Source: an optimization exercise on an open RTL-to-GDS flow (aim: small area, a short achievable clock period and few clock cycles). Production flows keep margins and buffers that such runs may drop. At most, simulation tests tie the RTL to the original design; equivalence was not proved. Power and IR drop assume default switching activity.

JK:
==> module codma_top, before the edit <==
module codma_top(
    input  logic                         clk_i,
    input  logic                         reset_n_i,
    input  logic                         start_i,
    input  logic [codma_pkg::ADDR_W-1:0] task_pointer_i,
    input  logic [codma_pkg::ADDR_W-1:0] status_pointer_i,
    output logic                         busy_o,
    output logic                         irq_o,
    output logic                         bus_req_o,
    output logic                         bus_we_o,
    output logic [codma_pkg::ADDR_W-1:0] bus_addr_o,
    output logic [codma_pkg::DATA_W-1:0] bus_wdata_o,
    input  logic [codma_pkg::DATA_W-1:0] bus_rdata_i,
    input  logic                         bus_ack_i,
    input  logic                         bus_error_i
);
    logic fetch_r;      
    logic pend_r;       
    logic read_r;       
    logic write_r;      
    logic fin_r;        
    logic busy_r;
    logic req_r;        
    logic we_r;
    logic irq_r;
    logic pend_err_r;   
    logic burst_r;      
    logic [2:0]  cnt_r;
    logic [31:0] addr_r;     
    logic [31:0] next_r;     
    logic [29:0] words_r;    
    logic        last_r;     
    logic [31:0] buf_r [8];  
    logic resp;
    logic desc_last;
    logic desc_ok;
    logic pkt_last;
    logic copy;
    logic copy_end;
    logic fin_end, fin_retry;
    logic sel_sp, sel_next, step;
    logic [31:0] addr_carry;   
    logic [29:0] words_zero;   
    logic        dec;
    assign resp      = bus_ack_i | bus_error_i;
    assign desc_last = fetch_r && (cnt_r[1:0] == 2'd3);
    assign desc_ok   = (bus_rdata_i != 32'd0) &&
                       (buf_r[5][31:1] == 31'd0) &&
                       (buf_r[5][0] ? (bus_rdata_i[4:0] == 5'd0) : (bus_rdata_i[1:0] == 2'd0));
    assign pkt_last  = !burst_r || (cnt_r == 3'd7);
    assign copy      = read_r || write_r;
    assign copy_end  = (write_r && bus_ack_i && last_r) || (copy && bus_error_i);
    assign fin_end   = fin_r && (bus_ack_i || (bus_error_i && buf_r[0][1]));
    assign fin_retry = fin_r && bus_error_i && !buf_r[0][1];
    assign busy_o      = busy_r;
    assign irq_o       = irq_r;
    assign bus_req_o   = req_r;
    assign bus_we_o    = we_r;
    assign bus_addr_o  = addr_r;
    assign bus_wdata_o = buf_r[0];
    always_ff @(posedge clk_i or negedge reset_n_i) begin
        if (!reset_n_i) begin
            fetch_r <= 1'b0;
            pend_r  <= 1'b0;
            read_r  <= 1'b0;
            write_r <= 1'b0;
            fin_r   <= 1'b0;
            busy_r  <= 1'b0;
            req_r   <= 1'b0;
            we_r    <= 1'b0;
            irq_r   <= 1'b0;
        end else begin
            irq_r <= fin_end;
            if (!busy_r) begin
                if (start_i) begin
                    busy_r  <= 1'b1;
                    req_r   <= 1'b1;
                    fetch_r <= 1'b1;
                end
            end else if (fetch_r) begin
                if (bus_error_i) begin
                    fetch_r <= 1'b0;
                    fin_r   <= 1'b1;
                    we_r    <= 1'b1;
                end else if (bus_ack_i && desc_last) begin
                    fetch_r <= 1'b0;
                    pend_r  <= desc_ok;
                    fin_r   <= !desc_ok;
                    we_r    <= 1'b1;
                end
            end else if (pend_r) begin
                if (resp) begin
                    pend_r <= 1'b0;
                    read_r <= 1'b1;
                    we_r   <= 1'b0;
                end
            end else if (copy) begin
                if (copy_end) begin
                    read_r  <= 1'b0;
                    write_r <= 1'b0;
                    fin_r   <= 1'b1;
                    we_r    <= 1'b1;
                end else if (bus_ack_i && pkt_last) begin
                    read_r  <= write_r;
                    write_r <= read_r;
                    we_r    <= read_r;
                end
            end else if (fin_end) begin
                fin_r  <= 1'b0;
                busy_r <= 1'b0;
                req_r  <= 1'b0;
                we_r   <= 1'b0;
            end
        end
    end
    assign sel_sp   = (fetch_r && (bus_error_i || (bus_ack_i && desc_last))) ||
                      copy_end || pend_r || fin_r;
    assign sel_next = copy && bus_ack_i && pkt_last;
    assign step     = bus_ack_i;
    always_comb begin
        addr_carry = '0;
        addr_carry[2] = 1'b1;
        for (int i = 3; i < 32; i++) begin
            addr_carry[i] = addr_carry[i - 1] & addr_r[i - 1];
        end
        words_zero[0] = 1'b1;
        for (int i = 1; i < 30; i++) begin
            words_zero[i] = words_zero[i - 1] & !words_r[i - 1];
        end
    end
    always_ff @(posedge clk_i) begin
        if (!busy_r) begin
            addr_r <= task_pointer_i;
        end else if (pend_r && resp) begin
            addr_r <= next_r;
        end else if (sel_sp) begin
            addr_r <= status_pointer_i;
        end else if (sel_next) begin
            addr_r <= next_r;
        end else begin
            addr_r <= addr_r ^ ({32{step}} & addr_carry);
        end
    end
    always_ff @(posedge clk_i) begin
        if (desc_last || (pend_r && resp)) begin
            next_r <= buf_r[6];
        end else if (sel_next) begin
            next_r <= addr_r ^ addr_carry;
        end
    end
    always_ff @(posedge clk_i) begin
        if (!busy_r || pend_r) begin
            cnt_r <= 3'd0;
        end else begin
            cnt_r <= cnt_r + {2'd0, bus_ack_i};
        end
    end
    always_ff @(posedge clk_i) begin
        if (!busy_r) begin
            pend_err_r <= 1'b0;
        end else if (pend_r && bus_error_i) begin
            pend_err_r <= 1'b1;
        end
    end
    assign dec = write_r && bus_ack_i;
    always_ff @(posedge clk_i) begin
        if (desc_last) begin
            words_r <= bus_rdata_i[31:2];
            last_r  <= (bus_rdata_i[31:2] == 30'd1);
            burst_r <= buf_r[5][0];
        end else begin
            words_r <= words_r ^ ({30{dec}} & words_zero);
            if (write_r && bus_ack_i) begin
                last_r <= (words_r == 30'd2);
            end
        end
    end
    always_ff @(posedge clk_i) begin
        if (resp) begin
            for (int i = 0; i < 7; i++) begin
                buf_r[i] <= buf_r[i + 1];
            end
            buf_r[7] <= bus_rdata_i;
        end
        if (fetch_r && bus_error_i) begin
            buf_r[0] <= codma_pkg::STATUS_ERROR;
        end else if (desc_last && bus_ack_i) begin
            buf_r[0] <= desc_ok ? codma_pkg::STATUS_PENDING : codma_pkg::STATUS_ERROR;
        end else if (copy_end) begin
            buf_r[0] <= (bus_error_i || pend_err_r) ? codma_pkg::STATUS_ERROR : codma_pkg::STATUS_DONE;
        end else if (read_r && bus_ack_i && !burst_r) begin
            buf_r[0] <= bus_rdata_i;
        end else if (fin_retry) begin
            buf_r[0] <= codma_pkg::STATUS_ERROR;
        end
    end
endmodule
==> flow/config.mk <==
export PLATFORM = sky130hd
export DESIGN_NAME = codma_top
export DESIGN_NICKNAME = codma_top
export VERILOG_FILES = /design/flow/design.v
export SDC_FILE = /design/flow/constraint.sdc
export NUM_CORES = 4
export LEC_CHECK = 0
export CAP_MARGIN = 20
export CORE_MARGIN = 2
export CORE_UTILIZATION = 55
export SETUP_SLACK_MARGIN = 3.6
export SLEW_MARGIN = 20
==> flow/constraint.sdc <==
create_clock -name core_clock -period 6.0 [get_ports {clk_i}]
set_input_delay 1.2000 -clock core_clock [delete_from_list [all_inputs] [get_ports {clk_i}]]
set_output_delay 1.2000 -clock core_clock [all_outputs]
set_load 0.01 [all_outputs]
run.sh (not shown) runs the stock make flow with config.mk's settings and CLKGATE_MAP_FILE= SYNTH_SCRIPT=/design/flow/synth_recipe.tcl, a recipe that flattens the netlist after the stock synthesis.
Modified inputs, MS compared to JK
--- a/flow/design.v
+++ b/flow/design.v
@@ -154,18 +154,28 @@
     assign sel_sp   = (fetch_r && (bus_error_i || (bus_ack_i && desc_last))) ||
                       copy_end || pend_r || fin_r;
     assign sel_next = copy && bus_ack_i && pkt_last;
     assign step     = bus_ack_i;
     always_comb begin
+        logic grp;
         addr_carry = '0;
-        addr_carry[2] = 1'b1;
-        for (int i = 3; i < 32; i++) begin
-            addr_carry[i] = addr_carry[i - 1] & addr_r[i - 1];
-        end
-        words_zero[0] = 1'b1;
-        for (int i = 1; i < 30; i++) begin
-            words_zero[i] = words_zero[i - 1] & !words_r[i - 1];
+        grp = 1'b1;
+        for (int g = 2; g < 32; g += 4) begin
+            addr_carry[g] = grp;
+            for (int i = g + 1; i < g + 4 && i < 32; i++) begin
+                addr_carry[i] = addr_carry[i - 1] & addr_r[i - 1];
+            end
+            grp = grp & (&addr_r[g +: 4]);
+        end
+        words_zero = '0;
+        grp = 1'b1;
+        for (int g = 0; g < 30; g += 4) begin
+            words_zero[g] = grp;
+            for (int i = g + 1; i < g + 4 && i < 30; i++) begin
+                words_zero[i] = words_zero[i - 1] & !words_r[i - 1];
+            end
+            grp = grp & ~(|words_r[g +: 4]);
         end
     end
     always_ff @(posedge clk_i) begin
         if (!busy_r) begin
             addr_r <= task_pointer_i;
### Flow results
MS was carried through to the last stage, and its layout satisfied the timing, design-rule and antenna checks.
When MS is measured against JK, its setup slack turns out 3080 ps higher.
MS ends up with a design internal power that is about 6% higher than in JK.
Fraction of power consumed by the clock network on MS is down relative to JK.
Compared with JK, MS shows a sequential power that is about 5% higher.
Comparing MS and JK, the higher routed wire length is on MS.
Compared with JK, MS shows first-iteration DRC count higher by 24%.
~same clock-pin slew on the worst setup and hold paths in MS and JK
MS vs JK: final design area excluding fillers down
Testbench counts of MS, summed over its fixed seeds: cycles 33,685.
The RTL of JK was laid out without a check of its function.

[afterwards: timing with drivers on the ports]
In the flow no input, the clock included, has a driving cell. The finished layouts below were timed again as built, in two steps. Step 1 (the two cells are an assumption about what drives the block):
set clk [get_ports {clk_i}]
set_driving_cell -lib_cell sky130_fd_sc_hd__clkbuf_16 $clk
set_driving_cell -lib_cell sky130_fd_sc_hd__buf_2 [delete_from_list [all_inputs] $clk]
Step 2, shift: input delay + t, output delay - t, t = (earliest + latest rising clock arrival at the registers) / 2. This alone moves slack from input paths to output paths. a / b / c = no drivers / after step 1 / after step 2; a / b = the first two.
run | t (ns) | setup slack, ns | slew at the worst register clock pin (ns)
JK | 0.574 | 0.526 / 0.526 / 0.526 | 0.06 / 0.06
MS | 0.570 | 3.608 / 3.558 / 3.034 | 0.06 / 0.06
After both steps every run listed still meets setup and hold. For MS, which loses most, drivers alone change the setup slack by -0.050 ns; drivers and shift together by -0.574 ns.
